Source: an optimization exercise on an open RTL-to-GDS flow (aim: small area). Production flows keep margins and buffers that such runs may drop.
In this exercise RTL edits were held to simulation tests only and were not proved equivalent to the original.
Power is estimated from default activity; no workload was simulated. The clock port is modelled as an ideal driver; clocking choices that lean on that would not hold on a real chip.

### flow/design.v
package video_pkg;
    typedef struct packed {
        logic [8-1:0] r;
        logic [8-1:0] g;
        logic [8-1:0] b;
    } rgb888_t;
    typedef struct packed {
        logic [4:0] r;
        logic [5:0] g;
        logic [4:0] b;
    } rgb565_t;
    typedef union packed {
        logic [1:0][7:0] bytes;     
        rgb565_t         rgb;
    } cam_word_u;
    typedef logic [$clog2(24)-1:0] coord_x_t;
    typedef logic [$clog2(12)-1:0] coord_y_t;
endpackage
package ctrl_pkg;
    typedef logic bank_t;                                   
    typedef logic [$clog2((16 * 8))-1:0] fb_addr_t;
    typedef enum logic [1:0] {
        CAP_WAIT    = 2'd0,     
        CAP_WRITE   = 2'd1,
        CAP_PENDING = 2'd2,     
        CAP_SKIP    = 2'd3      
    } cap_state_t;
endpackage
`timescale 1ns/10ps
module cam_capture (
    input  logic               clk_50_4m,
    input  logic               rst,
    input  logic               cam_vsync,
    input  logic               cam_href,
    input  logic               cam_byte_valid,
    input  logic [7:0]         cam_data,
    output logic               pix_valid,
    output logic [15:0]        pix,
    output logic               cam_frame_start
);
    logic      byte_phase;     
    logic      vsync_q;
    always_ff @(posedge clk_50_4m) begin
        if (rst) begin
            byte_phase      <= 1'b0;
            pix_valid       <= 1'b0;
            vsync_q         <= 1'b0;
            cam_frame_start <= 1'b0;
        end else begin
            vsync_q         <= cam_vsync;
            cam_frame_start <= vsync_q & ~cam_vsync;
            pix_valid       <= cam_href & cam_byte_valid & byte_phase;
            if (!cam_href) begin
                byte_phase <= 1'b0;     
            end else if (cam_byte_valid) begin
                byte_phase <= ~byte_phase;
            end
        end
    end
    always_ff @(posedge clk_50_4m) begin
        if (cam_href && cam_byte_valid) begin
            if (byte_phase) begin
                pix[7:0] <= cam_data;
            end else begin
                pix[15:8] <= cam_data;
            end
        end
    end
endmodule
`timescale 1ns/10ps
module video_timing (
    input  logic       clk_50_4m,
    input  logic       rst,
    output logic       vt_de,
    output logic [2:0] vt_row,         
    output logic       vt_frame_start,
    output logic [3:0] vt_phase,       
    output logic       vid_hs,
    output logic       vid_vs,
    output logic       vid_de
);
    localparam int H_SYNC_START = 16 + 2;
    localparam int V_ACT_START  = 2 + 1;
    video_pkg::coord_x_t h_cnt;
    video_pkg::coord_y_t v_cnt;
    logic     hs;
    logic     vs;
    logic     de;
    always_ff @(posedge clk_50_4m) begin
        if (rst) begin
            h_cnt <= '0;
            v_cnt <= '0;
        end else if (h_cnt == video_pkg::coord_x_t'(24 - 1)) begin
            h_cnt <= '0;
            if (v_cnt == video_pkg::coord_y_t'(12 - 1)) begin
                v_cnt <= '0;
            end else begin
                v_cnt <= v_cnt + 1'b1;
            end
        end else begin
            h_cnt <= h_cnt + 1'b1;
        end
    end
    assign hs = (h_cnt >= video_pkg::coord_x_t'(H_SYNC_START)) &&
                (h_cnt <  video_pkg::coord_x_t'(H_SYNC_START + 3));
    assign vs = v_cnt < video_pkg::coord_y_t'(2);
    assign de = (h_cnt <  video_pkg::coord_x_t'(16)) &&
                (v_cnt >= video_pkg::coord_y_t'(V_ACT_START)) &&
                (v_cnt <  video_pkg::coord_y_t'(V_ACT_START + 8));
    assign vt_de          = de;
    assign vt_row         = 3'(v_cnt - video_pkg::coord_y_t'(V_ACT_START));
    assign vt_frame_start = (h_cnt == '0) && (v_cnt == '0);
    assign vt_phase       = {h_cnt[3] ^ v_cnt[0] ^ 1'b1, h_cnt[2:0]};
    always_ff @(posedge clk_50_4m) begin
        if (rst) begin
            vid_hs <= 1'b0;
            vid_vs <= 1'b0;
            vid_de <= 1'b0;
        end else begin
            vid_hs <= hs;
            vid_vs <= vs;
            vid_de <= de;
        end
    end
endmodule
`timescale 1ns/10ps
module frame_buf_mem (
    input  logic                clk_50_4m,
    input  logic                rst,
    input  logic [3:0]          vt_phase,
    input  logic [2:0]          vt_row,
    input  logic                mem_wr_en,
    input  logic                mem_wr_restart,
    input  logic                mem_wr_done,     
    input  ctrl_pkg::bank_t     mem_wr_bank,
    input  ctrl_pkg::fb_addr_t  mem_wr_addr,
    input  logic [15:0]         mem_wr_data,
    input  logic                mem_rd_en,
    input  ctrl_pkg::bank_t     mem_rd_bank,
    output logic [15:0]         mem_rd_data     
);
    localparam int NQ = 8;
    logic [NQ*16-1:0]   q_lp;
    logic [2:0]         q_ins;
    logic [3:0]         q_cnt;
    logic [7:0]         q_head_idx;     
    logic               q_deq;
    logic [3:0]         q_left;
    logic [15:0]        q_head;
    assign q_head_idx = {mem_wr_bank ^ mem_wr_done, mem_wr_addr} - 8'(q_cnt);
    assign q_deq  = (q_cnt != 4'd0) && (q_head_idx[3:0] == vt_phase);
    assign q_left = q_cnt - 4'(q_deq);
    assign q_head = q_lp[15:0];
    assign q_ins  = 3'(vt_phase[2:0] + 3'd1 - mem_wr_addr[2:0]);
    for (genvar i = 0; i < NQ; i++) begin : g_qpos
        logic ins;
        assign ins = mem_wr_en && (q_ins == 3'(i));
        always_ff @(posedge clk_50_4m) begin
            q_lp[16*i +: 16] <= (mem_wr_data & {16{ins}}) |
                                (q_lp[16*((i + NQ - 1) % NQ) +: 16] & ~{16{ins}});
        end
    end
    always_ff @(posedge clk_50_4m) begin
        if (rst) begin
            q_cnt <= '0;
        end else begin
            if (mem_wr_restart) begin
                q_cnt <= (mem_wr_addr < 7'(q_left)) ? q_left - 4'(mem_wr_addr) : 4'd0;
            end else begin
                q_cnt <= q_left + 4'(mem_wr_en);
            end
        end
    end
    logic [15:0] tap [2][8];
    for (genvar b = 0; b < 2; b++) begin : g_bank
        for (genvar y = 0; y < 8; y++) begin : g_row
            logic [16*16-1:0] lp;
            logic             ld;
            assign ld = q_deq && (q_head_idx[7] == b) && (q_head_idx[6:4] == y);
            always_ff @(posedge clk_50_4m) begin
                lp <= {lp[15*16-1:0], (q_head & {16{ld}}) | (lp[16*16-1 -: 16] & ~{16{ld}})};
            end
            assign tap[b][y] = lp[16*((y % 2 == 0) ? 0 : 8) +: 16];
        end
    end
    logic       rd_en_q;
    logic       rd_bank_q;
    logic [2:0] rd_row_q;
    always_ff @(posedge clk_50_4m) begin
        rd_en_q   <= mem_rd_en;
        rd_bank_q <= mem_rd_bank;
        rd_row_q  <= vt_row;
    end
    assign mem_rd_data = rd_en_q ? tap[rd_bank_q][rd_row_q] : '0;
endmodule
`timescale 1ns/10ps
module img_cap_ctrl (
    input  logic               clk_50_4m,
    input  logic               rst,
    input  logic               pix_valid,
    input  logic [15:0]        pix,
    input  logic               cam_frame_start,
    input  logic               vt_de,
    input  logic               vt_frame_start,
    output logic               fb_wr_en,
    output ctrl_pkg::bank_t    fb_wr_bank,
    output ctrl_pkg::fb_addr_t fb_wr_addr,
    output logic [15:0]        fb_wr_data,
    output logic               fb_wr_restart,
    output logic               fb_wr_done,
    output logic               fb_rd_en,
    output ctrl_pkg::bank_t    fb_rd_bank,
    output logic [8-1:0] frames_stored,
    output logic [8-1:0] frames_dropped
);
    localparam ctrl_pkg::fb_addr_t LAST_ADDR = ctrl_pkg::fb_addr_t'((16 * 8) - 1);
    ctrl_pkg::cap_state_t state;
    ctrl_pkg::fb_addr_t   wr_addr;
    ctrl_pkg::bank_t      wr_bank;
    ctrl_pkg::bank_t      rd_bank;
    logic       rd_valid;         
    logic       stored_pulse;
    logic       swap;
    assign swap = vt_frame_start && ((state == ctrl_pkg::CAP_PENDING) || (state == ctrl_pkg::CAP_SKIP));
    always_ff @(posedge clk_50_4m) begin
        if (rst) begin
            state          <= ctrl_pkg::CAP_WAIT;
            wr_addr        <= '0;
            wr_bank        <= 1'b0;
            rd_bank        <= 1'b0;
            rd_valid       <= 1'b0;
            stored_pulse   <= 1'b0;
            frames_stored  <= '0;
            frames_dropped <= '0;
        end else begin
            stored_pulse <= 1'b0;
            if (stored_pulse) begin
                frames_stored <= frames_stored + 1'b1;
            end
            case (state)
                ctrl_pkg::CAP_WAIT: begin
                    if (cam_frame_start) begin
                        state   <= ctrl_pkg::CAP_WRITE;
                        wr_addr <= '0;
                    end
                end
                ctrl_pkg::CAP_WRITE: begin
                    if (cam_frame_start) begin
                        wr_addr <= '0;                   
                    end else if (pix_valid) begin
                        wr_addr <= wr_addr + 1'b1;
                        if (wr_addr == LAST_ADDR) begin
                            state        <= ctrl_pkg::CAP_PENDING;
                            stored_pulse <= 1'b1;
                        end
                    end
                end
                ctrl_pkg::CAP_PENDING, ctrl_pkg::CAP_SKIP: begin
                    if (swap) begin
                        rd_bank  <= wr_bank;
                        rd_valid <= 1'b1;
                        wr_bank  <= ~wr_bank;
                        state    <= cam_frame_start ? ctrl_pkg::CAP_WRITE : ctrl_pkg::CAP_WAIT;
                        wr_addr  <= '0;
                    end else if (cam_frame_start) begin
                        state          <= ctrl_pkg::CAP_SKIP;
                        frames_dropped <= frames_dropped + 1'b1;
                    end
                end
                default: state <= ctrl_pkg::CAP_WAIT;
            endcase
        end
    end
    assign fb_wr_en   = (state == ctrl_pkg::CAP_WRITE) && pix_valid && !cam_frame_start;
    assign fb_wr_bank = wr_bank;
    assign fb_wr_addr = wr_addr;
    assign fb_wr_data = pix;
    assign fb_wr_restart = (state == ctrl_pkg::CAP_WRITE) && cam_frame_start;
    assign fb_wr_done    = (state == ctrl_pkg::CAP_PENDING) || (state == ctrl_pkg::CAP_SKIP);
    assign fb_rd_en   = vt_de && rd_valid;
    assign fb_rd_bank = rd_bank;
endmodule
`timescale 1ns/10ps
module stereo_cap_top (
    input  logic               clk_50_4m,
    input  logic               rst,
    input  logic               cam_vsync,
    input  logic               cam_href,
    input  logic               cam_byte_valid,
    input  logic [7:0]         cam_data,
    output logic               vid_hs,
    output logic               vid_vs,
    output logic               vid_de,
    output logic [23:0]        vid_rgb,     
    output logic [8-1:0] frames_stored,
    output logic [8-1:0] frames_dropped
);
    logic                pix_valid;
    logic [15:0]         pix;
    logic                cam_frame_start;
    logic                mem_wr_en;
    ctrl_pkg::bank_t     mem_wr_bank;
    ctrl_pkg::fb_addr_t  mem_wr_addr;
    logic [15:0]         mem_wr_data;
    logic                mem_wr_restart;
    logic                mem_wr_done;
    logic                mem_rd_en;
    ctrl_pkg::bank_t     mem_rd_bank;
    logic [15:0]         mem_rd_data;     
    logic                vt_de;
    logic [2:0]          vt_row;
    logic                vt_frame_start;
    logic [3:0]          vt_phase;
    cam_capture cam_capture0 (
        .clk_50_4m       (clk_50_4m),
        .rst             (rst),
        .cam_vsync       (cam_vsync),
        .cam_href        (cam_href),
        .cam_byte_valid  (cam_byte_valid),
        .cam_data        (cam_data),
        .pix_valid       (pix_valid),
        .pix             (pix),
        .cam_frame_start (cam_frame_start)
    );
    img_cap_ctrl img_cap_ctrl0 (
        .clk_50_4m       (clk_50_4m),
        .rst             (rst),
        .pix_valid       (pix_valid),
        .pix             (pix),
        .cam_frame_start (cam_frame_start),
        .vt_de           (vt_de),
        .vt_frame_start  (vt_frame_start),
        .fb_wr_en        (mem_wr_en),
        .fb_wr_bank      (mem_wr_bank),
        .fb_wr_addr      (mem_wr_addr),
        .fb_wr_data      (mem_wr_data),
        .fb_wr_restart   (mem_wr_restart),
        .fb_wr_done      (mem_wr_done),
        .fb_rd_en        (mem_rd_en),
        .fb_rd_bank      (mem_rd_bank),
        .frames_stored   (frames_stored),
        .frames_dropped  (frames_dropped)
    );
    frame_buf_mem frame_buf_mem0 (
        .clk_50_4m (clk_50_4m),
        .rst         (rst),
        .vt_phase    (vt_phase),
        .vt_row      (vt_row),
        .mem_wr_en   (mem_wr_en),
        .mem_wr_restart (mem_wr_restart),
        .mem_wr_done    (mem_wr_done),
        .mem_wr_bank (mem_wr_bank),
        .mem_wr_addr (mem_wr_addr),
        .mem_wr_data (mem_wr_data),
        .mem_rd_en   (mem_rd_en),
        .mem_rd_bank (mem_rd_bank),
        .mem_rd_data (mem_rd_data)
    );
    video_timing video_timing0 (
        .clk_50_4m (clk_50_4m),
        .rst       (rst),
        .vt_de          (vt_de),
        .vt_row         (vt_row),
        .vt_frame_start (vt_frame_start),
        .vt_phase       (vt_phase),
        .vid_hs    (vid_hs),
        .vid_vs    (vid_vs),
        .vid_de    (vid_de)
    );
    assign vid_rgb = {mem_rd_data[15:11], mem_rd_data[15:13],
                      mem_rd_data[10:5],  mem_rd_data[10:9],
                      mem_rd_data[4:0],   mem_rd_data[4:2]};
endmodule
### flow/config.mk
export PLATFORM = sky130hd
export DESIGN_NAME = stereo_cap_top
export DESIGN_NICKNAME = stereo_cap_top
export VERILOG_FILES = /design/flow/design.v
export SDC_FILE = /design/flow/constraint.sdc
export NUM_CORES = 4
export LEC_CHECK = 0
export CAP_MARGIN = 20
export CORE_MARGIN = 2
export CORE_UTILIZATION = 85
export SLEW_MARGIN = 20
export SYNTH_MEMORY_MAX_BITS = 8192
### flow/standard.sh
#!/bin/bash
# synth_recipe.tcl (not shown) runs the flow's synth.tcl, then flattens the netlist and writes it again
# the make line also repeats each setting of config.mk as NAME=value (left out here)
make -C /OpenROAD-flow-scripts/flow DESIGN_CONFIG=/design/flow/config.mk WORK_HOME=/design/flow/orfs CLKGATE_MAP_FILE= SYNTH_SCRIPT=/design/flow/synth_recipe.tcl "${@:-finish}"
### flow/flow/run.sh
#!/bin/bash
# The standard layout (standard.sh) with three changes to how it is made:
#  - synthesis: the standard flow's synthesis script unchanged, except that its ABC
#    technology mapping uses an area-oriented script (flow/abc_map.script)
#    in place of ORFS's speed script. Flip-flops are mapped before ABC
#    runs, so the registers are those of the standard synthesis.
#  - clock tree: sink clusters of up to 36 flops within 70 um, and no
#    dummy loads (they only pad leaf buffers for balance)
#  - port buffers: the smallest buffer, buf_1, instead of the default pick
# Floorplan, power grid, taps, placement and routing are the standard
# flow. make's full output goes to standard.log in this folder; ORFS's
# per-step logs stay under orfs/logs.
set -euo pipefail
W=$PWD
cat > "$W/area_synth.tcl" <<EOF
proc abc {args} {
  set i [lsearch \$args -script]
  if {\$i >= 0} { lset args [expr {\$i + 1}] $W/flow/abc_map.script }
  yosys abc {*}\$args
}
source $W/synth_recipe.tcl
EOF
export CTS_ARGS="-sink_clustering_enable -repair_clock_nets -sink_clustering_size 36 -sink_clustering_max_diameter 70 -dont_use_dummy_load"
export BUFFER_PORTS_ARGS="-buffer_cell sky130_fd_sc_hd__buf_1"
bash standard.sh finish "SYNTH_SCRIPT=$W/area_synth.tcl" > standard.log 2>&1
### flow/flow/abc_map.script
strash
dch
amap
topo
stime -c
### flow/constraint.sdc
create_clock -name core_clock -period 10.0 [get_ports {clk_50_4m}]
set_input_delay 2.0000 -clock core_clock [delete_from_list [all_inputs] [get_ports {clk_50_4m}]]
set_output_delay 2.0000 -clock core_clock [all_outputs]
set_load 0.01 [all_outputs]
==> results of run 1 <==
-- per-stage QoR --
stage | instances | power, uW
floorplan | 5623 | 17700
global placement | 7131 | 17800
-- how the worst max path moves through the flow --
stage                endpoint  depth (start not counted)                          startpoint  slack, ns
global placement  vid_rgb[10]                          8  frame_buf_mem0.rd_row_q[0]$_DFF_P_       4.80
floorplan          vid_rgb[5]                         10    frame_buf_mem0.rd_bank_q$_DFF_P_       5.29
-- power by group through the flow --
stage	Clock (uW)	Combinational, uW	Sequential, uW
after floorplan	0	130	17600
after global placement	0	195	17600
-- kinds of logic after synthesis --
group	Yosys count	synth area share
adder cells (fa/ha/maj)	24	0.00340
flip-flops	4294	0.928
buffers and inverters	101	0.00441
AND/OR/NAND/NOR	611	0.0268
AO/OA/AOI/OAI	592	0.0377
XOR/XNOR	1	0.0000944
==> summary.md, run 1 <==
| Metric | Value |
|---|---|
| Gpl congestion | 0.841 |
| IO Pins | 56 |
| Port Buffers | 55 |
| Syn_area_per_cell | approximately 17 um^2 |
| FF+latch count, synth | 4294 |
| Synth area leaders | dfxtp_1 92%, a21oi_1 2.2%, nor2_1 1.9% |
| Largest area contributor in the synthesized netlist | dfxtp_1 |
| Cells after Synth | about 5600 |
| Die width | 334 um |
| Unique cell type count in the Yosys netlist | 45 |
| Row cnt | between 100 and 150 |
| Ys async rst share | 0 |
| Top-count cell post-synth | dfxtp_1 |
| Die Height | ~330 um |
| Status | did not finish |
| Synthesized cell area | a little over 90000 um^2 |
| Post-synth EDFFs | 16 |
| Yosys warnings | 5 |
| Failed at | 3_5_place_dp |
| Main synth FF type | dfxtp_1 |
| Initial Utilization | 0.855 |
| Error | Error: detail_place.tcl, 38 bad optional access |
| Syn Nets | 5660 |
| Top-area cell type share of the netlist area | 0.922 |
| Register area share after synthesis | 0.928 |
| Commonest cells post-synth | 4278 x dfxtp_1, 464 x nor2_1, 404 x a21oi_1, 93 x clkinv_1, 52 x a22oi_1 |
==> run 2, diff against run 1 <==
--- a/flow/flow/run.sh
+++ b/flow/flow/run.sh
@@ -6,3 +6,3 @@
 #    runs, so the registers are those of the standard synthesis.
-#  - clock tree: sink clusters of up to 36 flops within 70 um, and no
+#  - clock tree: sink clusters of up to 34 flops within 60 um, and no
 #    dummy loads (they only pad leaf buffers for balance)
@@ -22,3 +22,3 @@
 EOF
-export CTS_ARGS="-sink_clustering_enable -repair_clock_nets -sink_clustering_size 36 -sink_clustering_max_diameter 70 -dont_use_dummy_load"
+export CTS_ARGS="-sink_clustering_enable -repair_clock_nets -sink_clustering_size 34 -sink_clustering_max_diameter 60 -dont_use_dummy_load"
 export BUFFER_PORTS_ARGS="-buffer_cell sky130_fd_sc_hd__buf_1"
--- a/flow/config.mk
+++ b/flow/config.mk
@@ -9,3 +9,5 @@
 export CORE_MARGIN = 2
-export CORE_UTILIZATION = 85
+export CORE_UTILIZATION = 70
+export CTS_CLUSTER_DIAMETER = 100
+export CTS_CLUSTER_SIZE = 26
 export SLEW_MARGIN = 20
==> run 2 against run 1 <==
Against the previous run: synthesized cell count unchanged; now clean on timing, DRC and antenna; synthesized area stayed put.
==> summary.md, run 2 <==
| Metric | Value |
|---|---|
| Die width | 368 um (+10%) |
| WHS | 0.295 ns |
| Final TNS setup | 0 ns |
| Row cnt | 133 (+9.9%) |
| Post-DR vias/cell | between 4 and 5 |
| Most used cell, CP | clkinv_1 |
| Routed WL per cell | between 15 and 20 um |
| Post-Layout Inst Area | between 90000 and 100000 um^2 |
| Req. time, crit path | around 8.0 ns |
| Leak | just under 0.04 uW |
| Register area share after synthesis | 0.928 (unchanged) |
| Cells after Synth | 5623 (unchanged) |
| Most frequent cells in the layout | 4278 x dfxtp_1, 441 x nor2_1, 404 x a21oi_1, 158 x clkbuf_16, 88 x clkinv_1 |
| CP max stage delay | 0.62 ns |
| Pin count of the biggest net entering global routing | 39 |
| Top flop regs | frame_buf_mem0.g_bank.g_row.lp: 4096 flops, frame_buf_mem0.q_lp: 128 flops, cam_capture0.pix: 16 flops |
| H-tree Lvls | 4 |
| Yosys warnings | 5 (unchanged) |
| Dpl cell area | 95700 um^2 |
| Crit path max fanout | 16 |
| Reg with most FFs | frame_buf_mem0.g_bank.g_row.lp |
| Unique cell type count in the Yosys netlist | 45 (unchanged) |
| Initial antenna violation count | 8 |
| Vias in the first global route | around 35000 |
| Layout area overhead | 7.31% |
| Worst R2R Path Depth | 22 |
| Number of buffers created by CTS | around 160 |
| Gpl congestion | 0.790 (-6.0%) |
| Kind of critical path | reg -> out |
| RSZ-0062 raised after global routing | false |
| Die Height | 368 um (+10%) |
| Critical path's slowest cell | dfxtp_1 |
| Commonest cells post-synth | 4278 x dfxtp_1, 464 x nor2_1, 404 x a21oi_1, 93 x clkinv_1, 52 x a22oi_1 |
| Total GRT Usage | 0.207 |
| Ys async rst share | 0 (unchanged) |
| Final #Nets | 5913 |
| Final Max Tran Viols | 0 |
| Crit path cell chain | clkinv_1, nand4_1, clkinv_1, a22o_1, a221o_1, a2111oi_0, buf_4, a41oi_1, buf_1 |
| CP arrival | approximately 4.5 ns |
| Syn_area_per_cell | 16.5 um^2 (unchanged) |
| Synthesized cell area | 92800 um^2 (unchanged) |
| Max_slew headroom | 0.255 |
| Top-area cell type share of the netlist area | 0.922 (unchanged) |
| Detailed Routing Iterations Pass 1 | 8 |
| DIE AREA | approximately 140000 um^2 |
| Hold Vio Cnt, Final | 0 |
| Critical path startpoint category | flop |
| DRC Markers | 0 |
| Max Cap Violations | 0 |
| Top-count cell post-synth | dfxtp_1 |
| Most common cell after layout, fill and taps aside | dfxtp_1 |
| Initial Utilization | 0.705 (-0.150) |
| Tot Pwr | 24800 uW |
| Main synth FF type | dfxtp_1 |
| Clock Path Buffers | 3 |
| Pwr per Cell Area | around 250 nW/um^2 |
| CTS tree | done |
| Min cycle time layout | between 6 and 7 ns |
| Post-synth EDFFs | 16 (unchanged) |
| # Post-CTS Setup Buffers | 0 |
| Post-DRT Antenna Nets | 0 |
| Share of cells above drive strength 1 | 0.0419 |
| Worst Max-Slew Pin Slew | ~1.1 ns |
| DRT iter0 DRCs | 2381 |
| Peak VDD IR | about 190 uV |
| Largest area contributor in the synthesized netlist | dfxtp_1 |
| CP Capture Type | primary output |
| Port Buffers | 55 (unchanged) |
| Placeable Area | around 130000 um^2 |
| Clock Latency Late Sink | 0.81 ns |
| IO Pins | 56 (unchanged) |
| Status | finished clean |
| DR vias | 36400 |
| Post-CTS Resized | 0 |
| Synth area leaders | dfxtp_1 92%, a21oi_1 2.2%, nor2_1 1.9% |
| Clk_skew | between 0.07 and 0.08 ns |
| Syn Nets | 5660 (unchanged) |
| FMAX | between 0.15 and 0.2 GHz |
| Final period utilization | 0.646 |
| Finish-stage setup viols | 0 |
| Max reg flops | between 4000 and 5000 |
| CTS sink count | 4294 |
| Clock slew seen by the registers of the worst setup and hold paths | 0.10 ns |
| First-pass GRT wire length | between 200000 and 250000 um |
| Worst Hold Class | reg -> reg |
| Clock Root Buffer | clkbuf_16 |
| GRT overflow | 0 |
| # hold bufs at CTS | 0 |
| FF+latch count, synth | 4294 (unchanged) |
| Worst hold stages | 0 |
| Post-detail-place hpwl | 83800 um |
| WL final | approximately 140000 um |
==> run 2: power by group <==
group	switching, uW	internal [uW]	total [uW]
registers	36.2	17200	17200
clock network	4530	2860	7390
logic	147	61.4	208
total	4710	20100	24800
==> run 2: logic make-up (layout without fill, tap and decap cells) <==
family                     after synthesis  after routing  synth area share
adders and majority gates               24             24           0.00340
other                                    0              2                 0
buffers and inverters                  101            352           0.00441
AOI/OAI and AO/OA                      592            592            0.0377
DFF                                   4294           4294             0.928
xor gates and xnor gates                 1              1         0.0000944
and+or+nand+nor                        611            611            0.0268
==> run 2: metrics by stage <==
stage           util  worst slack (ns)  std cells
2_1_floorplan      -              5.29       5623
3_3_place_gp   0.727              4.66       7471
3_5_place_dp   0.727              4.42       7471
4_1_cts        0.757              3.52       7629
5_1_grt        0.757              3.26       7629
6_report       0.757              3.54       7631
==> run 2: path summary, 6_finish.rpt <==
path         slack, ns                                          endpoint                                              from
min reg2reg       0.30  frame_buf_mem0.g_bank[1].g_row[6].lp[83]$_DFF_P_  frame_buf_mem0.g_bank[1].g_row[6].lp[67]$_DFF_P_
min               0.30  frame_buf_mem0.g_bank[1].g_row[6].lp[83]$_DFF_P_  frame_buf_mem0.g_bank[1].g_row[6].lp[67]$_DFF_P_
max               3.54                                       vid_rgb[10]                frame_buf_mem0.rd_row_q[0]$_DFF_P_
max reg2reg       5.59                frame_buf_mem0.q_cnt[2]$_SDFF_PP0_             img_cap_ctrl0.wr_addr[0]$_SDFFE_PP0P_
==> run 2: worst max-delay path, delay by kind of cell (launching register included) <==
family | cells | cell delay (ns)
AOI/OAI and AO/OA | 4 | 1.37
buffers and inverters | 4 | 1.47
DFF | 1 | 0.62
and+or+nand+nor | 1 | 0.21
==> run 2: layer usage <==
metal | vias up | track usage | part of all wire
li1 | 18400 | - | -
met5 | - | 0 | 0
met2 | 515 | 0.307 | 0.42
met1 | 17300 | 0.316 | 0.51
met4 | 0 | 0.0678 | 0.030
met3 | 217 | 0.0318 | 0.035
==> run 2: area by class of cell <==
type,count,area [um^2]
diodes,2,5.00
clock buffers,158,3950
fillers,7902,32000
inverters,93,352
multi-input cells,1228,6450
flip-flops and latches,4294,86100
well taps,1755,2200
repair buffers,101,552
==> run 3, diff against run 2 <==
--- a/flow/design.v
+++ b/flow/design.v
@@ -60,9 +60,6 @@
     always_ff @(posedge clk_50_4m) begin
-        if (cam_href && cam_byte_valid) begin
-            if (byte_phase) begin
-                pix[7:0] <= cam_data;
-            end else begin
-                pix[15:8] <= cam_data;
-            end
+        if (cam_href && cam_byte_valid && !byte_phase) begin
+            pix[15:8] <= cam_data;
         end
+        pix[7:0] <= cam_data;
     end
@@ -85,4 +82,2 @@
     video_pkg::coord_y_t v_cnt;
-    logic     hs;
-    logic     vs;
     logic     de;
@@ -103,5 +98,2 @@
     end
-    assign hs = (h_cnt >= video_pkg::coord_x_t'(H_SYNC_START)) &&
-                (h_cnt <  video_pkg::coord_x_t'(H_SYNC_START + 3));
-    assign vs = v_cnt < video_pkg::coord_y_t'(2);
     assign de = (h_cnt <  video_pkg::coord_x_t'(16)) &&
@@ -113,13 +105,11 @@
     assign vt_phase       = {h_cnt[3] ^ v_cnt[0] ^ 1'b1, h_cnt[2:0]};
-    always_ff @(posedge clk_50_4m) begin
-        if (rst) begin
-            vid_hs <= 1'b0;
-            vid_vs <= 1'b0;
-            vid_de <= 1'b0;
-        end else begin
-            vid_hs <= hs;
-            vid_vs <= vs;
-            vid_de <= de;
-        end
-    end
+    assign vid_hs = (h_cnt >= video_pkg::coord_x_t'(H_SYNC_START + 1)) &&
+                    (h_cnt <  video_pkg::coord_x_t'(H_SYNC_START + 3 + 1));
+    assign vid_vs = (h_cnt != '0) ? (v_cnt < video_pkg::coord_y_t'(2)) :
+                                    ((v_cnt >= video_pkg::coord_y_t'(1)) &&
+                                     (v_cnt <  video_pkg::coord_y_t'(2 + 1)));
+    assign vid_de = (h_cnt >= video_pkg::coord_x_t'(1)) &&
+                    (h_cnt <  video_pkg::coord_x_t'(16 + 1)) &&
+                    (v_cnt >= video_pkg::coord_y_t'(V_ACT_START)) &&
+                    (v_cnt <  video_pkg::coord_y_t'(V_ACT_START + 8));
 endmodule
--- a/flow/config.mk
+++ b/flow/config.mk
@@ -10,4 +10,2 @@
 export CORE_UTILIZATION = 70
-export CTS_CLUSTER_DIAMETER = 100
-export CTS_CLUSTER_SIZE = 26
 export SLEW_MARGIN = 20
==> run 3 against run 2 <==
Against the previous run: synthesized area is 0.17% lower; first-iteration DRC count up 2.5%; cell area decreased by 0.12%; die area down 0.16%; sequential share of layout area barely moved; non-clock buffer count did not move; cell count about the same; via count is 1.3% higher.
==> summary.md, run 3 <==
| Metric | Value |
|---|---|
| Status | finished clean |
| Max Cap Violations | 0 (unchanged) |
| Most frequent cells in the layout | 4283 x dfxtp_1, 439 x nor2_1, 399 x a21oi_1, 157 x clkbuf_16, 95 x clkinv_1 |
| Crit path cell chain | clkinv_1, nand4_1, clkinv_1, a222oi_1, nand3_1, a2111oi_0, nor3_1, buf_1 |
| Cells after Synth | 5616 (-0.12%) |
| Largest area contributor in the synthesized netlist | dfxtp_1 |
| Min cycle time layout | 6.22 ns (-0.241 ns) |
| Post-DRT Antenna Nets | 0 (unchanged) |
| Post-DR vias/cell | 4.84 (+1.4%) |
| DRC Markers | 0 (unchanged) |
| Placed cells | 7464 (-0.094%) |
| Top flop regs | frame_buf_mem0.g_bank.g_row.lp: 4096 flops, frame_buf_mem0.q_lp: 128 flops, cam_capture0.pix: 16 flops |
| DIE AREA | 135000 um^2 (-0.16%) |
| RSZ-0062 raised after global routing | false |
| Routed WL per cell | 19.0 um (+3.7%) |
| Reg-to-reg endpoint | frame_buf_mem0.q_cnt[2]$_SDFF_PP0_ |
| Top-count cell post-synth | dfxtp_1 |
| Most common cell after layout, fill and taps aside | dfxtp_1 |
| R2R Path Start | img_cap_ctrl0.wr_addr[0]$_SDFFE_PP0P_ |
| Hold Vio Cnt, Final | 0 (unchanged) |
| Syn_area_per_cell | 16.5 um^2 (about the same) |
| Area of the multi-input gates | 6460 um^2 (+0.25%) |
| Total GRT Usage | 0.215 (+0.00825) |
| Clk_skew | 0.0621 ns (-0.0114 ns) |
| Share of cells above drive strength 1 | 0.0411 (-0.000795) |
| First-pass GRT wire length | 215000 um (+3.2%) |
| Crit path max fanout | 16 (unchanged) |
| Dpl cell area | 95600 um^2 (-0.11%) |
| WL final | 145000 um (+3.6%) |
| CP max stage delay | 0.78 ns (+0.16 ns) |
| Reg with most FFs | frame_buf_mem0.g_bank.g_row.lp |
| Peak VDD IR | 207 uV (+8.3%) |
| Max_slew headroom | 0.287 (+0.0328) |
| Leak | 0.0391 uW (-0.18%) |
| Syn Nets | 5655 (-0.088%) |
| Post-synth EDFFs | 8 (-8) |
| Gpl congestion | 0.798 (+0.97%) |
| CP arrival | 4.22 ns (-0.24 ns) |
| Critical path's slowest cell | clkinv_1 |
| CP Capture Point | vid_rgb[14] |
| Yosys warnings | 5 (unchanged) |
| Number of buffers created by CTS | 157 (-0.63%) |
| FF/Latch Area | 86000 um^2 (-0.16%) |
| Critical path startpoint | frame_buf_mem0.rd_bank_q$_DFF_P_ |
| Port Buffers | 55 (unchanged) |
| Clock Root Buffer | clkbuf_16 |
| DRT iter0 DRCs | 2441 (+2.5%) |
| Most used cell, CP | clkinv_1 |
| DR vias | 36900 (+1.3%) |
| Die Height | 368 um (about the same) |
| Max reg flops | 4096 (unchanged) |
| Top delay family on crit path | buffers and inverters |
| # fillers | 7933 (+0.39%) |
| CP Depth | 8 (-1) |
| Layout area overhead | 7.36% (about the same) |
| Worst R2R Path Depth | 22 (unchanged) |
| Final std cells w/o fill | 7625 (-0.079%) |
| Post-CTS Resized | 0 (unchanged) |
| Vias in the first global route | 35400 (+0.38%) |
| # Post-CTS Setup Buffers | 0 (unchanged) |
| Post-detail-place hpwl | 88100 um (+5.1%) |
| Req. time, crit path | 8.00 ns (about the same) |
| # hold bufs at CTS | 0 (unchanged) |
| Clock Path Buffers | 3 (unchanged) |
| Final TNS setup | 0 ns (unchanged) |
| Ys async rst share | 0 (unchanged) |
| FMAX | 0.161 GHz (+3.9%) |
| Final #Nets | 5907 (-0.10%) |
| Initial antenna violation count | 15 (+7) |
| CTS tree | done |
| Commonest cells post-synth | 4283 x dfxtp_1, 469 x nor2_1, 399 x a21oi_1, 95 x clkinv_1, 56 x a22oi_1 |
| Pin count of the biggest net entering global routing | 35 (-10%) |
| Final period utilization | 0.622 (-0.0241) |
| Final Max Tran Viols | 0 (unchanged) |
| Worst Hold Class | reg -> reg |
| Top-area cell type share of the netlist area | 0.925 (+0.00261) |
| Buffers and inverters on the worst path | 3 (-1) |
| Initial Utilization | 0.705 (about the same) |
| Finish-stage setup viols | 0 (unchanged) |
| Pwr per Cell Area | 251 nW/um^2 (+0.57%) |
| Worst Max-Slew Pin Slew | 1.07 ns (-0.0210 ns) |
| Clock slew seen by the registers of the worst setup and hold paths | 0.11 ns (about the same) |
| Die width | 368 um (about the same) |
| Clock Latency Late Sink | 0.81 ns (about the same) |
| FF+latch count, synth | 4291 (-0.070%) |
| Unique cell type count in the Yosys netlist | 40 (-11%) |
| Flop-to-flop setup slack | 5.66 ns (+0.07 ns) |
| CP Capture Type | primary output |
| IO Pins | 56 (unchanged) |
| Critical path startpoint category | flop |
| Synth area leaders | dfxtp_1 93%, a21oi_1 2.2%, nor2_1 1.9% |
| Row cnt | 133 (unchanged) |
| Placeable Area | 131000 um^2 (-0.13%) |
| H-tree Lvls | 4 (unchanged) |
| Main synth FF type | dfxtp_1 |
| Detailed Routing Iterations Pass 1 | 5 (-3) |
| Kind of critical path | reg -> out |
| Synthesized cell area | 92700 um^2 (-0.17%) |
| CTS sink count | 4291 (-0.070%) |
| Post-Layout Inst Area | 99500 um^2 (-0.12%) |
| GRT overflow | 0 (unchanged) |
| Register area share after synthesis | 0.928 (about the same) |
## run 3: changes by cell type after synthesis, moves of 4 or more
cell      before   now
nor3_1        41    30
a22oi_1       52    56
nor2_1       464   469
a31oi_1        3     7
a211oi_1      16    21
a21oi_1      404   399
dfxtp_1     4278  4283
nor2b_1       11     5
a222oi_1      22    30
edfxtp_1      16     8
a22o_1        13     5
## run 3: area by class of cell
class | count | share of cell area
diodes | 4 | 0.000101
inverters | 95 | 0.00358
multi-input cells | 1222 | 0.0650
flip-flops and latches | 4291 | 0.864
clock buffers | 157 | 0.0395
well taps | 1755 | 0.0221
repair buffers | 101 | 0.00575
## run 3: worst min path at each step
stage | start | end | slack [ns] | depth (start not counted)
global route | frame_buf_mem0.g_bank[0].g_row[3].lp[180]$_DFF_P_ | frame_buf_mem0.g_bank[0].g_row[3].lp[196]$_DFF_P_ | 0.29 | 0
floorplan | frame_buf_mem0.g_bank[0].g_row[0].lp[84]$_DFF_P_ | frame_buf_mem0.g_bank[0].g_row[0].lp[100]$_DFF_P_ | 0.31 | 0
global placement | frame_buf_mem0.g_bank[0].g_row[0].lp[158]$_DFF_P_ | frame_buf_mem0.g_bank[0].g_row[0].lp[174]$_DFF_P_ | 0.31 | 0
detailed placement | frame_buf_mem0.g_bank[0].g_row[0].lp[222]$_DFF_P_ | frame_buf_mem0.g_bank[0].g_row[0].lp[238]$_DFF_P_ | 0.31 | 0
CTS | frame_buf_mem0.g_bank[0].g_row[3].lp[4]$_DFF_P_ | frame_buf_mem0.g_bank[0].g_row[3].lp[20]$_DFF_P_ | 0.29 | 0
finish | frame_buf_mem0.g_bank[0].g_row[5].lp[93]$_DFF_P_ | frame_buf_mem0.g_bank[0].g_row[5].lp[109]$_DFF_P_ | 0.29 | 0
## run 3: power by group
part | total, uW | switching [uW] | internal (uW)
clock network | 7380 | 4530 | 2840
registers | 17300 | 53.0 | 17200
logic | 299 | 211 | 87.9
## run 3: kinds of logic (layout without fill, tap and decap cells)
family          after synthesis  after routing  share of synthesized area
fa+ha+maj                    26             26                    0.00367
simple gates                603            603                     0.0262
flops                      4291           4291                      0.928
compound gates              592            592                     0.0379
xor+xnor                      1              1                  0.0000945
buf+inv                     103            353                    0.00450
other cells                   0              4                          0
## run 3: worst reg2reg max path, cell delays in order (launching register included)
cell and delay (ns):
dfxtp_1 0.34, clkinv_1 0.13, ha_1 0.16, clkinv_1 0.10, fa_1 0.45, clkinv_1 0.07
o22ai_1 0.10, nand2_1 0.08, o21ai_0 0.10, nor4_1 0.28, o41a_1 0.29, ha_1 0.18
nand2_1 0.07, a21oi_1 0.29, clkinv_1 0.12, ha_1 0.33, clkinv_1 0.10, nor2_1 0.05
a221oi_1 0.25, o21ai_0 0.22, a2111oi_0 0.41, a21oi_1 0.08, nor2_1 0.11
## run 3: metal layers
layer  vias up  global-route usage  routed length [um]
met5         -                   0                   0
met4         0              0.0697                4220
met3       231              0.0331                5850
met1     17600               0.330               73300
li1      18400                   -                   -
met2       637               0.318               61300
## run 3: through the flow
step,hold WS (ns),setup slack [ns],util,power (uW)
floorplan,0.310,5.52,-,17800
global placement,0.309,4.85,0.727,17900
detailed placement,0.312,4.74,0.727,18000
CTS,0.288,3.84,0.757,25100
global route,0.286,3.59,0.757,25700
finish,0.285,3.78,0.757,24900
==> run 4, diff against run 3 <==
--- a/flow/design.v
+++ b/flow/design.v
@@ -142,3 +142,3 @@
     assign q_left = q_cnt - 4'(q_deq);
-    assign q_head = q_lp[15:0];
+    assign q_head = ~q_lp[15:0];
     assign q_ins  = 3'(vt_phase[2:0] + 3'd1 - mem_wr_addr[2:0]);
@@ -148,3 +148,3 @@
         always_ff @(posedge clk_50_4m) begin
-            q_lp[16*i +: 16] <= (mem_wr_data & {16{ins}}) |
+            q_lp[16*i +: 16] <= (~mem_wr_data & {16{ins}}) |
                                 (q_lp[16*((i + NQ - 1) % NQ) +: 16] & ~{16{ins}});
@@ -209,3 +209,2 @@
     ctrl_pkg::bank_t      wr_bank;
-    ctrl_pkg::bank_t      rd_bank;
     logic       rd_valid;         
@@ -219,3 +218,2 @@
             wr_bank        <= 1'b0;
-            rd_bank        <= 1'b0;
             rd_valid       <= 1'b0;
@@ -249,3 +247,2 @@
                     if (swap) begin
-                        rd_bank  <= wr_bank;
                         rd_valid <= 1'b1;
@@ -270,3 +267,3 @@
     assign fb_rd_en   = vt_de && rd_valid;
-    assign fb_rd_bank = rd_bank;
+    assign fb_rd_bank = ~wr_bank;
 endmodule
==> run 4 against run 3 <==
Against the previous run: still clean; first-iteration DRC count increased by 11%; clock-buffer cell count shrank 1; sequential share of layout area up 0.078 points; critical path depth fell by 1; hold slack got worse by 0.0060 ns; maximum frequency is 1.0% higher; clock power down 0.5%; critical path type unchanged.
==> summary.md, run 4 <==
| Metric | Value |
|---|---|
| RSZ-0062 raised after global routing | false |
| Critical path startpoint | frame_buf_mem0.rd_bank_q$_DFF_P_ |
| Peak VDD IR | 193 uV (-6.7%) |
| H-tree Lvls | 4 (unchanged) |
| # hold bufs at CTS | 0 (unchanged) |
| Yosys warnings | 5 (unchanged) |
| Unique cell type count in the Yosys netlist | 41 (+2.5%) |
| Number of buffers created by CTS | 156 (-0.64%) |
| Pwr per Cell Area | 248 nW/um^2 (-0.87%) |
| Port Buffers | 55 (unchanged) |
| Max_slew headroom | 0.248 (-0.0390) |
| Post-DR vias/cell | 4.84 (about the same) |
| Routed WL per cell | 18.8 um (-0.79%) |
| Critical path's slowest cell | clkinv_1 |
| Register area share after synthesis | 0.928 (about the same) |
| Kind of critical path | reg -> out |
| Die Height | 368 um (about the same) |
| Clock slew seen by the registers of the worst setup and hold paths | 0.10 ns (about the same) |
| FF+latch count, synth | 4290 (-0.023%) |
| Syn_area_per_cell | 16.6 um^2 (+0.31%) |
| FMAX | 0.162 GHz (+1.0%) |
| Most common cell after layout, fill and taps aside | dfxtp_1 |
| Final TNS setup | 0 ns (unchanged) |
| Total GRT Usage | 0.211 (-0.00463) |
| Reg-to-reg endpoint | frame_buf_mem0.q_cnt[2]$_SDFF_PP0_ |
| Final #Nets | 5881 (-0.44%) |
| Ys async rst share | 0 (unchanged) |
| Worst Hold Class | reg -> reg |
| Post-synth EDFFs | 8 (unchanged) |
| Top-area cell type share of the netlist area | 0.926 (about the same) |
| Commonest cells post-synth | 4282 x dfxtp_1, 477 x nor2_1, 417 x a21oi_1, 61 x clkinv_1, 50 x nand2_1 |
| Crit path max fanout | 16 (unchanged) |
| # Post-CTS Setup Buffers | 0 (unchanged) |
| Post-route setup slack | 3.84 ns (+0.0632 ns) |
| Gpl congestion | 0.816 (+2.2%) |
| Req. time, crit path | 8.00 ns (about the same) |
| R2R Path Start | frame_buf_mem0.q_cnt[1]$_SDFF_PP0_ |
| Post-detail-place hpwl | 87900 um (-0.20%) |
| Die width | 368 um (about the same) |
| DRT iter0 DRCs | 2721 (+11%) |
| DIE AREA | 135000 um^2 (-0.10%) |
| Most frequent cells in the layout | 4279 x dfxtp_1, 447 x nor2_1, 417 x a21oi_1, 156 x clkbuf_16, 61 x clkinv_1 |
| Final period utilization | 0.616 (-0.00632) |
| First-pass GRT wire length | 210000 um (-2.4%) |
| Pin count of the biggest net entering global routing | 35 (unchanged) |
| CP Capture Type | primary output |
| CP max stage delay | 0.76 ns (-0.02 ns) |
| CP arrival | 4.16 ns (-0.06 ns) |
| Initial antenna violation count | 22 (+7) |
| CTS tree | done |
| Layout area overhead | 7.36% (about the same) |
| Min cycle time layout | 6.16 ns (-0.0632 ns) |
| DR vias | 36800 (-0.25%) |
| Initial Utilization | 0.705 (about the same) |
| Share of cells above drive strength 1 | 0.0413 (+0.000183) |
| CP Capture Point | vid_rgb[14] |
| Vias in the first global route | 34900 (-1.5%) |
| Top-count cell post-synth | dfxtp_1 |
| Finish-stage setup viols | 0 (unchanged) |
| Top flop regs | frame_buf_mem0.g_bank.g_row.lp: 4096 flops, frame_buf_mem0.q_lp: 128 flops, cam_capture0.pix: 16 flops |
| Max Cap Violations | 0 (unchanged) |
| Syn Nets | 5632 (-0.41%) |
| WL final | 143000 um (-1.1%) |
| Row cnt | 133 (unchanged) |
| Clk_skew | 0.0709 ns (+0.00883 ns) |
| IO Pins | 56 (unchanged) |
| Placeable Area | 131000 um^2 (-0.13%) |
| Clock Path Buffers | 3 (unchanged) |
| Main synth FF type | dfxtp_1 |
| Status | finished clean |
| Critical path startpoint category | flop |
| Final Max Tran Viols | 0 (unchanged) |
| Flop-to-flop setup slack | 5.59 ns (-0.07 ns) |
| Place WS | 4.57 ns (-0.169 ns) |
| CTS sink count | 4290 (-0.023%) |
| Post-DRT Antenna Nets | 0 (unchanged) |
| DRC Markers | 0 (unchanged) |
| GRT overflow | 0 (unchanged) |
| Most used cell, CP | clkinv_1 |
| Largest area contributor in the synthesized netlist | dfxtp_1 |
| Tot Pwr | 24700 uW (-0.98%) |
| Hold Vio Cnt, Final | 0 (unchanged) |
| Crit path cell chain | clkinv_1, nand4_1, clkinv_1, a221o_1, a2111oi_0, a41oi_1, buf_1 |
| Worst R2R Path Depth | 23 (+4.5%) |
| Synth area leaders | dfxtp_1 93%, a21oi_1 2.3%, nor2_1 1.9% |
| Leak | 0.0390 uW (-0.16%) |
| Max reg flops | 4096 (unchanged) |
| Clock Root Buffer | clkbuf_16 |
| Clock Latency Late Sink | 0.81 ns (about the same) |
| Reg with most FFs | frame_buf_mem0.g_bank.g_row.lp |
| Synthesized cell area | 92600 um^2 (-0.11%) |
| Post-CTS Resized | 0 (unchanged) |
| Worst Max-Slew Pin Slew | 1.13 ns (+0.0570 ns) |
| Cells after Synth | 5593 (-0.41%) |
| # fillers | 7833 (-1.3%) |
| Detailed Routing Iterations Pass 1 | 5 (unchanged) |
## run 4: changes by cell type after synthesis, moves of 5 or more
cell / change
a22o_1: +17
a21oi_1: +18
nand2_1: +9
a221oi_1: +5
o22ai_1: -15
a22oi_1: -14
clkinv_1: -34
nand3_1: -5
nor2_1: +8
a222oi_1: -8
a211oi_1: -5
## run 4: power by group
part           total (uW)  internal, uW  switching [uW]
clock                7340          2830            4510
sequential          17200         17200            60.1
combinational         117          41.0            75.7
total               24700         20100            4650
## run 4: cell families after synthesis
family / after synthesis / share of synthesized area
DFF: 4290 / 0.928
and+or+nand+nor: 613 / 0.0266
AOI/OAI and AO/OA: 594 / 0.0381
buffers and inverters: 69 / 0.00312
adders and majority gates: 26 / 0.00368
xor gates and xnor gates: 1 / 0.0000946
## run 4: how the worst min path moves through the flow
stage                                                                  from                                                 to  slack, ns  cells after the start
after floorplan            frame_buf_mem0.g_bank[0].g_row[0].lp[84]$_DFF_P_  frame_buf_mem0.g_bank[0].g_row[0].lp[100]$_DFF_P_       0.31                      0
after global placement     frame_buf_mem0.g_bank[0].g_row[3].lp[90]$_DFF_P_  frame_buf_mem0.g_bank[0].g_row[3].lp[106]$_DFF_P_       0.31                      0
after detailed placement  frame_buf_mem0.g_bank[0].g_row[1].lp[115]$_DFF_P_  frame_buf_mem0.g_bank[0].g_row[1].lp[131]$_DFF_P_       0.31                      0
after CTS                  frame_buf_mem0.g_bank[1].g_row[2].lp[57]$_DFF_P_   frame_buf_mem0.g_bank[1].g_row[2].lp[73]$_DFF_P_       0.28                      0
after global routing       frame_buf_mem0.g_bank[1].g_row[2].lp[57]$_DFF_P_   frame_buf_mem0.g_bank[1].g_row[2].lp[73]$_DFF_P_       0.28                      0
final                     frame_buf_mem0.g_bank[1].g_row[6].lp[153]$_DFF_P_  frame_buf_mem0.g_bank[1].g_row[6].lp[169]$_DFF_P_       0.28                      0
## run 4: final cells by class
cell class                 instances  area, um^2  share of cell area
tap                             1755        2200              0.0221
multi-input combinational       1234        6540              0.0658
timing repair buffer              99         557             0.00560
sequential                      4290       86000               0.865
inverter                          61         229             0.00230
clock buffer                     156        3900              0.0393
antenna                            4        10.0            0.000101
## run 4: through the flow
| stage | area, um^2 | cells | hold slack [ns] | utilization |
|---|---|---|---|---|
| 2_1_floorplan | 92600 | 5593 | 0.310 | - |
| 3_3_place_gp | 95500 | 7438 | 0.309 | 0.727 |
| 5_1_grt | 99400 | 7595 | 0.283 | 0.757 |
| 4_1_cts | 99400 | 7594 | 0.281 | 0.757 |
| 6_report | 99400 | 7599 | 0.279 | 0.757 |
| 3_5_place_dp | 95500 | 7438 | 0.312 | 0.727 |
## run 4: layer usage
| layer | wire (um) | part of all wire | track usage | vias to the layer above |
|---|---|---|---|---|
| li1 | - | - | - | 18300 |
| met1 | 75100 | 0.53 | 0.332 | 17700 |
| met2 | 59500 | 0.42 | 0.308 | 568 |
| met3 | 5300 | 0.037 | 0.0318 | 201 |
| met4 | 3110 | 0.022 | 0.0553 | 0 |
| met5 | 0 | 0 | 0 | - |
## run 4: critical path: cells and delay by family, from the launching register on
kind | cells | cell delay [ns]
and+or+nand+nor | 1 | 0.19
buffers and inverters | 3 | 1.29
AOI/OAI and AO/OA | 3 | 1.36
DFF | 1 | 0.50
==> run 5, diff against run 4 <==
--- a/flow/config.mk
+++ b/flow/config.mk
@@ -7,6 +7,6 @@
 export LEC_CHECK = 0
-export CAP_MARGIN = 20
+export CAP_MARGIN = 5
 export CORE_MARGIN = 2
 export CORE_UTILIZATION = 70
-export SLEW_MARGIN = 20
+export SLEW_MARGIN = 5
 export SYNTH_MEMORY_MAX_BITS = 8192
==> run 5 against run 4 <==
Against the previous run: still clean on timing, DRC and antenna; global-route usage is essentially flat; sequential cell count unchanged; non-clock buffer count shrank 1; via count hardly changed; setup slack got worse by 0.028 ns; critical path type unchanged; largest power group unchanged.
==> summary.md, run 5 <==
| Metric | Value |
|---|---|
| Post-synth EDFFs | 8 (unchanged) |
| Reg with most FFs | frame_buf_mem0.g_bank.g_row.lp |
| CTS tree | done |
| CP max stage delay | 0.80 ns (+0.04 ns) |
| Worst hold stages | 0 (unchanged) |
| Met3 usage | 0.0341 (+0.00229) |
| Final TNS setup | 0 ns (unchanged) |
| Number of buffers created by CTS | 158 (+1.3%) |
| Port Buffers | 55 (unchanged) |
| Critical path's slowest cell | clkinv_1 |
| Pin count of the biggest net entering global routing | 35 (unchanged) |
| Leak | 0.0390 uW (about the same) |
| # hold bufs at CTS | 0 (unchanged) |
| Min cycle time layout | 6.19 ns (+0.0281 ns) |
| Internal power | 20100 uW (+0.16%) |
| R2R Path Start | frame_buf_mem0.q_cnt[1]$_SDFF_PP0_ |
| Final #Nets | 5882 (+0.017%) |
| Top-count cell post-synth | dfxtp_1 |
| Largest area contributor in the synthesized netlist | dfxtp_1 |
| DIE AREA | 135000 um^2 (unchanged) |
| Register area share after synthesis | 0.928 (unchanged) |
| Initial Utilization | 0.705 (unchanged) |
| Worst Max-Slew Pin Slew | 1.35 ns (+0.223 ns) |
| Final period utilization | 0.619 (+0.00281) |
| DR vias | 36800 (-0.054%) |
| Total GRT Usage | 0.211 (+0.000499) |
| Gpl congestion | 0.816 (unchanged) |
| Most frequent cells in the layout | 4279 x dfxtp_1, 447 x nor2_1, 417 x a21oi_1, 158 x clkbuf_16, 61 x clkinv_1 |
| Switch Pwr | 4640 uW (-0.14%) |
| Syn_area_per_cell | 16.6 um^2 (unchanged) |
| Post-Layout Inst Area | 99400 um^2 (about the same) |
| Peak VDD IR | 191 uV (-0.86%) |
| Worst R2R Path Depth | 23 (unchanged) |
| Commonest cells post-synth | 4282 x dfxtp_1, 477 x nor2_1, 417 x a21oi_1, 61 x clkinv_1, 50 x nand2_1 |
| Layout area overhead | 7.36% (about the same) |
| # Post-CTS Setup Buffers | 0 (unchanged) |
| Yosys warnings | 5 (unchanged) |
| Logic pwr share | 0.005 (about the same) |
| # fillers | 7918 (+1.1%) |
| Buffers and inverters on the worst path | 3 (unchanged) |
| Post-CTS Resized | 0 (unchanged) |
| Reg power frac | 0.697 (about the same) |
| Status | finished clean |
| Req. time, crit path | 8.00 ns (about the same) |
| Synth area leaders | dfxtp_1 93%, a21oi_1 2.3%, nor2_1 1.9% |
| RSZ-0062 raised after global routing | false |
| Flop-to-flop setup slack | 5.46 ns (-0.13 ns) |
| Main synth FF type | dfxtp_1 |
| Post-detail-place hpwl | 88100 um (+0.24%) |
| GRT overflow | 0 (unchanged) |
| CP arrival | 4.19 ns (+0.03 ns) |
| Final Max Tran Viols | 0 (unchanged) |
| DRC Markers | 0 (unchanged) |
| Synthesized cell area | 92600 um^2 (unchanged) |
| Initial antenna violation count | 17 (-23%) |
| First-pass GRT wire length | 211000 um (+0.40%) |
| Top delay family on crit path | compound AO/OA/AOI/OAI gates |
| Clock Path Buffers | 3 (unchanged) |
| Cells after Synth | 5593 (unchanged) |
| M2 GR Usage | 0.306 (-0.00188) |
| Die Height | 368 um (unchanged) |
| Routed WL per cell | 18.8 um (about the same) |
| Dpl cell area | 95500 um^2 (about the same) |
| GR met1 Demand/Resource | 0.333 (+0.000755) |
| H-tree Lvls | 4 (unchanged) |
| IO Pins | 56 (unchanged) |
| Die width | 368 um (unchanged) |
| CTS sink count | 4290 (unchanged) |
| Reg-to-reg endpoint | frame_buf_mem0.q_cnt[2]$_SDFF_PP0_ |
| Final std cells w/o fill | 7598 (-0.013%) |
| Crit path max fanout | 16 (unchanged) |
| Clock Root Buffer | clkbuf_16 |
| Hold_sp | frame_buf_mem0.g_bank[1].g_row[6].lp[153]$_DFF_P_ |
| Placeable Area | 131000 um^2 (unchanged) |
| Critical path startpoint category | flop |
| Max reg flops | 4096 (unchanged) |
| Worst Hold Class | reg -> reg |
| Crit path cell chain | clkinv_1, nand4_1, clkinv_1, a221o_1, a2111oi_0, a41oi_1, buf_1 |
| Share of cells above drive strength 1 | 0.0414 (+0.000164) |
| Most used cell, CP | clkinv_1 |
| CP Capture Type | primary output |
| Switch share | 0.188 (-0.000455) |
| Row cnt | 133 (unchanged) |
| Ys async rst share | 0 (unchanged) |
| Top-area cell type share of the netlist area | 0.926 (unchanged) |
| Top flop regs | frame_buf_mem0.g_bank.g_row.lp: 4096 flops, frame_buf_mem0.q_lp: 128 flops, cam_capture0.pix: 16 flops |
| DRT iter0 DRCs | 2689 (-1.2%) |
| Hold Vio Cnt, Final | 0 (unchanged) |
| Clock power share | 0.298 (about the same) |
| WL final | 143000 um (about the same) |
| FMAX | 0.162 GHz (-0.45%) |
| Finish-stage setup viols | 0 (unchanged) |
| Max Cap Violations | 0 (unchanged) |
| Max_slew headroom | 0.0996 (-0.149) |
| Placed cells | 7438 (unchanged) |
| Pwr per Cell Area | 249 nW/um^2 (about the same) |
| Busiest grt layer | met1 |
| FF+latch count, synth | 4290 (unchanged) |
| Clk_skew | 0.0627 ns (-0.00821 ns) |
| Vias in the first global route | 35000 (+0.24%) |
| Worst Hold End | frame_buf_mem0.g_bank[1].g_row[6].lp[169]$_DFF_P_ |
| Clock Latency Late Sink | 0.81 ns (about the same) |
| Post-DR vias/cell | 4.84 (about the same) |
| Detailed Routing Iterations Pass 1 | 7 (+2) |
| Kind of critical path | reg -> out |
| Unique cell type count in the Yosys netlist | 41 (unchanged) |
| Post-DRT Antenna Nets | 0 (unchanged) |
| Syn Nets | 5632 (unchanged) |
| Most common cell after layout, fill and taps aside | dfxtp_1 |
| Clock slew seen by the registers of the worst setup and hold paths | 0.11 ns (about the same) |
run 5: cell families (layout without fill, tap and decap cells):
logic type	after synthesis	count (layout)	share of synthesized area
adders and majority gates	26	26	0.00368
DFF	4290	4290	0.928
and+or+nand+nor	613	613	0.0266
AOI/OAI and AO/OA	594	594	0.0381
buffers and inverters	69	317	0.00312
xor gates and xnor gates	1	1	0.0000946
other	0	2	0
run 5: per-layer routing:
| metal | vias up | wire length, um |
|---|---|---|
| li1 | 18300 | - |
| met1 | 17700 | 74800 |
| met2 | 573 | 59500 |
| met3 | 208 | 5530 |
| met4 | 0 | 3220 |
| met5 | - | 0 |
run 5: area by class of cell:
type	instances	area, um^2	share of cell area
inverter	61	229	0.00230
multi-input combinational	1234	6530	0.0657
timing repair buffer	98	529	0.00532
sequential	4290	86000	0.865
antenna	2	5.00	0.0000503
tap	1755	2200	0.0221
clock buffer	158	3950	0.0398
run 5: worst max path at each step:
stage / startpoint / endpoint / slack [ns] / depth (start not counted)
6_report: frame_buf_mem0.rd_bank_q$_DFF_P_ / vid_rgb[14] / 3.81 / 7
5_1_grt: frame_buf_mem0.rd_bank_q$_DFF_P_ / vid_rgb[14] / 3.56 / 7
4_1_cts: frame_buf_mem0.rd_bank_q$_DFF_P_ / vid_rgb[14] / 3.75 / 7
3_5_place_dp: frame_buf_mem0.rd_bank_q$_DFF_P_ / vid_rgb[14] / 4.63 / 7
3_3_place_gp: frame_buf_mem0.rd_bank_q$_DFF_P_ / vid_rgb[14] / 4.73 / 7
2_1_floorplan: frame_buf_mem0.rd_bank_q$_DFF_P_ / vid_rgb[5] / 5.58 / 7
run 5: power by group through the flow:
| stage | clock (uW) | sequential, uW | combinational, uW |
|---|---|---|---|
| after global routing | 8090 | 17300 | 131 |
| after floorplan | 0 | 17600 | 73.2 |
| after detailed placement | 0 | 17600 | 115 |
| after CTS | 7530 | 17200 | 116 |
| after global placement | 0 | 17600 | 110 |
| final | 7360 | 17200 | 116 |
run 5: per-stage QoR:
| stage | hold WS (ns) | setup slack (ns) | util | power (uW) |
|---|---|---|---|---|
| floorplan | 0.310 | 5.58 | - | 17700 |
| detailed placement | 0.312 | 4.63 | 0.727 | 17800 |
| global placement | 0.309 | 4.73 | 0.727 | 17700 |
| CTS | 0.271 | 3.75 | 0.757 | 24900 |
| finish | 0.270 | 3.81 | 0.757 | 24700 |
| global route | 0.274 | 3.56 | 0.757 | 25500 |
==> run 6, diff against run 5 <==
--- a/flow/flow/run.sh
+++ b/flow/flow/run.sh
@@ -6,3 +6,4 @@
 #    runs, so the registers are those of the standard synthesis.
-#  - clock tree: sink clusters of up to 34 flops within 60 um, and no
+#  - clock tree: sink clusters of up to 34 flops within 60 um, each
+#    driven by a clkbuf_16, clkbuf_8 for the levels above them, and no
 #    dummy loads (they only pad leaf buffers for balance)
@@ -22,3 +23,3 @@
 EOF
-export CTS_ARGS="-sink_clustering_enable -repair_clock_nets -sink_clustering_size 34 -sink_clustering_max_diameter 60 -dont_use_dummy_load"
+export CTS_ARGS="-sink_clustering_enable -repair_clock_nets -sink_clustering_size 34 -sink_clustering_max_diameter 60 -dont_use_dummy_load -sink_clustering_buffer sky130_fd_sc_hd__clkbuf_16 -tree_buf sky130_fd_sc_hd__clkbuf_8"
 export BUFFER_PORTS_ARGS="-buffer_cell sky130_fd_sc_hd__buf_1"
--- a/flow/config.mk
+++ b/flow/config.mk
@@ -7,6 +7,6 @@
 export LEC_CHECK = 0
-export CAP_MARGIN = 5
+export CAP_MARGIN = 20
 export CORE_MARGIN = 2
 export CORE_UTILIZATION = 70
-export SLEW_MARGIN = 5
+export SLEW_MARGIN = 20
 export SYNTH_MEMORY_MAX_BITS = 8192
==> run 6 against run 5 <==
Against the previous run: wire length grew 0.14%; global-route usage barely moved; register-to-register slack improved by 0.12 ns; largest cell class unchanged.
==> summary.md, run 6 <==
| Metric | Value |
|---|---|
| Post-synthesis mux area share | 0 (unchanged) |
| Reg power frac | 0.703 (+0.006) |
| Pin count of the biggest net entering global routing | 35 (unchanged) |
| Final #Nets | 5881 (-0.017%) |
| Top-area cell type share of the netlist area | 0.926 (unchanged) |
| Final period utilization | 0.622 (+0.00325) |
| Final TNS setup | 0 ns (unchanged) |
| Row cnt | 133 (unchanged) |
| Clock Path Buffers | 3 (unchanged) |
| Critical path startpoint category | flop |
| Port Buffers | 55 (unchanged) |
| Area of the multi-input gates | 6540 um^2 (+0.15%) |
| Req. time, crit path | 8.00 ns (about the same) |
| H-tree Lvls | 4 (unchanged) |
| Post-DR vias/cell | 4.84 (about the same) |
| Finish-stage setup viols | 0 (unchanged) |
| Post-Layout Inst Area | 99200 um^2 (-0.19%) |
| Post-detail-place hpwl | 87900 um (-0.24%) |
| GR met1 Demand/Resource | 0.333 (about the same) |
| Gpl congestion | 0.816 (unchanged) |
| DR vias | 36800 (+0.011%) |
| DIE AREA | 135000 um^2 (unchanged) |
| FF/Latch Area | 86000 um^2 (unchanged) |
| Clock Latency Late Sink | 0.83 ns (+0.02 ns) |
| Crit path max fanout | 16 (unchanged) |
| Total GRT Usage | 0.211 (about the same) |
| Routed WL per cell | 18.9 um (+0.11%) |
| Simple-Gate Fraction of Synth Area | 0.0266 (unchanged) |
| Vias in the first global route | 34900 (-0.11%) |
| # Post-CTS Setup Buffers | 0 (unchanged) |
| Max_slew headroom | 0.243 (+0.143) |
| Worst Max-Slew Pin Slew | 1.13 ns (-0.215 ns) |
| Hold Vio Cnt, Final | 0 (unchanged) |
| Synthesized cell area | 92600 um^2 (unchanged) |
| Cells after Synth | 5593 (unchanged) |
| FMAX | 0.161 GHz (-0.52%) |
| CP arrival | 4.22 ns (+0.03 ns) |
| Most common cell after layout, fill and taps aside | dfxtp_1 |
| Post-layout util | 0.756 (-0.00141) |
| Post-CTS Resized | 0 (unchanged) |
| Critical path's slowest cell | clkinv_1 |
| Max Cap Violations | 0 (unchanged) |
| Number of buffers created by CTS | 156 (-1.3%) |
| WL final | 143000 um (+0.14%) |
| GRT overflow | 0 (unchanged) |
| Commonest cells post-synth | 4282 x dfxtp_1, 477 x nor2_1, 417 x a21oi_1, 61 x clkinv_1, 50 x nand2_1 |
| DRC Markers | 0 (unchanged) |
| Initial antenna violation count | 21 (+4) |
| CP max stage delay | 0.76 ns (-0.04 ns) |
| Kind of critical path | reg -> out |
| Placed cells | 7438 (unchanged) |
| Yosys warnings | 5 (unchanged) |
| Final Max Tran Viols | 0 (unchanged) |
| Clock slew seen by the registers of the worst setup and hold paths | 0.10 ns (about the same) |
| Reg with most FFs | frame_buf_mem0.g_bank.g_row.lp |
| CTS sink count | 4290 (unchanged) |
| Top flop regs | frame_buf_mem0.g_bank.g_row.lp: 4096 flops, frame_buf_mem0.q_lp: 128 flops, cam_capture0.pix: 16 flops |
| CTS tree | done |
| Worst Hold Class | reg -> reg |
| Register area share after synthesis | 0.928 (unchanged) |
| Detailed Routing Iterations Pass 1 | 5 (-2) |
| Met3 usage | 0.0318 (-0.00229) |
| Clk_skew | 0.0900 ns (+0.0272 ns) |
| Synth area leaders | dfxtp_1 93%, a21oi_1 2.3%, nor2_1 1.9% |
| Pwr per Cell Area | 247 nW/um^2 (-0.67%) |
| Leak | 0.0390 uW (-0.24%) |
| Share of cells above drive strength 1 | 0.0413 (-0.000164) |
| Busiest grt layer | met1 |
| Clock power share | 0.292 (-0.006) |
| Most used cell, CP | clkinv_1 |
| FF+latch count, synth | 4290 (unchanged) |
| # fillers | 7860 (-0.73%) |
| Clock Root Buffer | clkbuf_16 |
| DRT iter0 DRCs | 2610 (-2.9%) |
| Top-count cell post-synth | dfxtp_1 |
| # hold bufs at CTS | 0 (unchanged) |
| RSZ-0062 raised after global routing | false |
| First-pass GRT wire length | 210000 um (-0.19%) |
| Compound-Gate Fraction of Synth Area | 0.0381 (unchanged) |
| Min cycle time layout | 6.22 ns (+0.0325 ns) |
| Main synth FF type | dfxtp_1 |
| Placeable Area | 131000 um^2 (unchanged) |
| Die Height | 368 um (unchanged) |
| Ys async rst share | 0 (unchanged) |
| Layout area overhead | 7.16% |
| Die width | 368 um (unchanged) |
| Status | finished clean |
| Switch Pwr | 4630 uW (-0.29%) |
| Post-synth EDFFs | 8 (unchanged) |
| Initial Utilization | 0.705 (unchanged) |
| Crit path cell chain | clkinv_1, nand4_1, clkinv_1, a221o_1, a2111oi_0, a41oi_1, buf_1 |
| CP Capture Type | primary output |
| Internal power | 19900 uW (-0.98%) |
| Largest area contributor in the synthesized netlist | dfxtp_1 |
| Largest family of logic cells by synthesized area | compound AO/OA/AOI/OAI gates |
| IO Pins | 56 (unchanged) |
| Dpl cell area | 95500 um^2 (about the same) |
| Synth Area in XOR/XNOR | 0.0000946 (unchanged) |
| Buffers and inverters on the worst path | 3 (unchanged) |
| Unique cell type count in the Yosys netlist | 41 (unchanged) |
| Most frequent cells in the layout | 4279 x dfxtp_1, 447 x nor2_1, 417 x a21oi_1, 140 x clkbuf_16, 61 x clkinv_1 |
| Switch share | 0.189 (+0.00106) |
| Synth Area in Adders | 0.00368 (unchanged) |
| Peak VDD IR | 192 uV (+0.67%) |
| Logic pwr share | 0.005 (about the same) |
| Post-DRT Antenna Nets | 0 (unchanged) |
| Syn Nets | 5632 (unchanged) |
| Max reg flops | 4096 (unchanged) |
| Top delay family on crit path | compound AO/OA/AOI/OAI gates |
| Final std cells w/o fill | 7600 (+0.026%) |
| M2 GR Usage | 0.308 (+0.00199) |
| Syn_area_per_cell | 16.6 um^2 (unchanged) |
[run 6: metrics by stage]
| stage | hold WS, ns | total power [uW] | setup slack, ns |
|---|---|---|---|
| 5_1_grt | 0.283 | 25200 | 3.68 |
| 6_report | 0.280 | 24500 | 3.78 |
| 3_5_place_dp | 0.312 | 17800 | 4.57 |
| 3_3_place_gp | 0.309 | 17700 | 4.73 |
| 4_1_cts | 0.281 | 24700 | 3.66 |
| 2_1_floorplan | 0.310 | 17700 | 5.58 |
[run 6: power groups by stage]
stage	clock network (uW)	logic (uW)	registers (uW)
after global routing	7850	131	17300
after CTS	7300	116	17200
after floorplan	0	73.2	17600
after detailed placement	0	115	17600
after global placement	0	110	17600
final	7150	116	17200
[run 6: per-layer routing]
metal,up-vias,part of all wire
met1,17700,0.52
met3,203,0.039
met2,544,0.42
met4,0,0.022
li1,18300,-
met5,-,0
[run 6: layout make-up]
| type | count | share of cell area |
|---|---|---|
| flip-flops and latches | 4290 | 0.866 |
| multi-input cells | 1234 | 0.0659 |
| clock buffers | 156 | 0.0375 |
| well taps | 1755 | 0.0221 |
| repair buffers | 99 | 0.00561 |
| inverters | 61 | 0.00231 |
| diodes | 5 | 0.000126 |
[run 6: worst paths after layout]
kind | end | startpoint | slack (ns) | depth (start not counted)
max reg2reg | frame_buf_mem0.q_cnt[2]$_SDFF_PP0_ | frame_buf_mem0.q_cnt[1]$_SDFF_PP0_ | 5.58 | 23
max | vid_rgb[14] | frame_buf_mem0.rd_bank_q$_DFF_P_ | 3.78 | 7
min | frame_buf_mem0.g_bank[1].g_row[6].lp[169]$_DFF_P_ | frame_buf_mem0.g_bank[1].g_row[6].lp[153]$_DFF_P_ | 0.28 | 0
min reg2reg | frame_buf_mem0.g_bank[1].g_row[6].lp[169]$_DFF_P_ | frame_buf_mem0.g_bank[1].g_row[6].lp[153]$_DFF_P_ | 0.28 | 0
[run 6: logic make-up (layout without fill, tap and decap cells)]
kind of cell / after synthesis / count (layout)
fa+ha+maj: 26 / 26
buf+inv: 69 / 316
flops: 4290 / 4290
xor+xnor: 1 / 1
simple gates: 613 / 613
compound gates: 594 / 594
other cells: 0 / 5
[run 6: worst register-to-register path, stage by stage, from the launching register on]
cell and delay, ns:
dfxtp_1 0.38, clkinv_1 0.15, ha_1 0.32, a211oi_1 0.24
a21oi_1 0.10, a21oi_1 0.23, nor2_1 0.07, a21oi_1 0.12
nor4_1 0.07, o41ai_1 0.09, clkinv_1 0.21, ha_1 0.24
nand2_1 0.08, nor2_1 0.06, a21oi_1 0.28, clkinv_1 0.12
ha_1 0.32, clkinv_1 0.14, nor3_1 0.22, a221oi_1 0.08
o21ai_0 0.44, a2111oi_0 0.13, a21oi_1 0.16, nor2_1 0.05

Re-timed with assumed drivers on the ports (clkbuf_16 on the clock, buf_2 on other inputs), run 6 has 3.704 ns of setup slack against 3.779 ns with ideal ports, and 4.561 ns once port delays also move by the mid clock arrival of 0.857 ns.
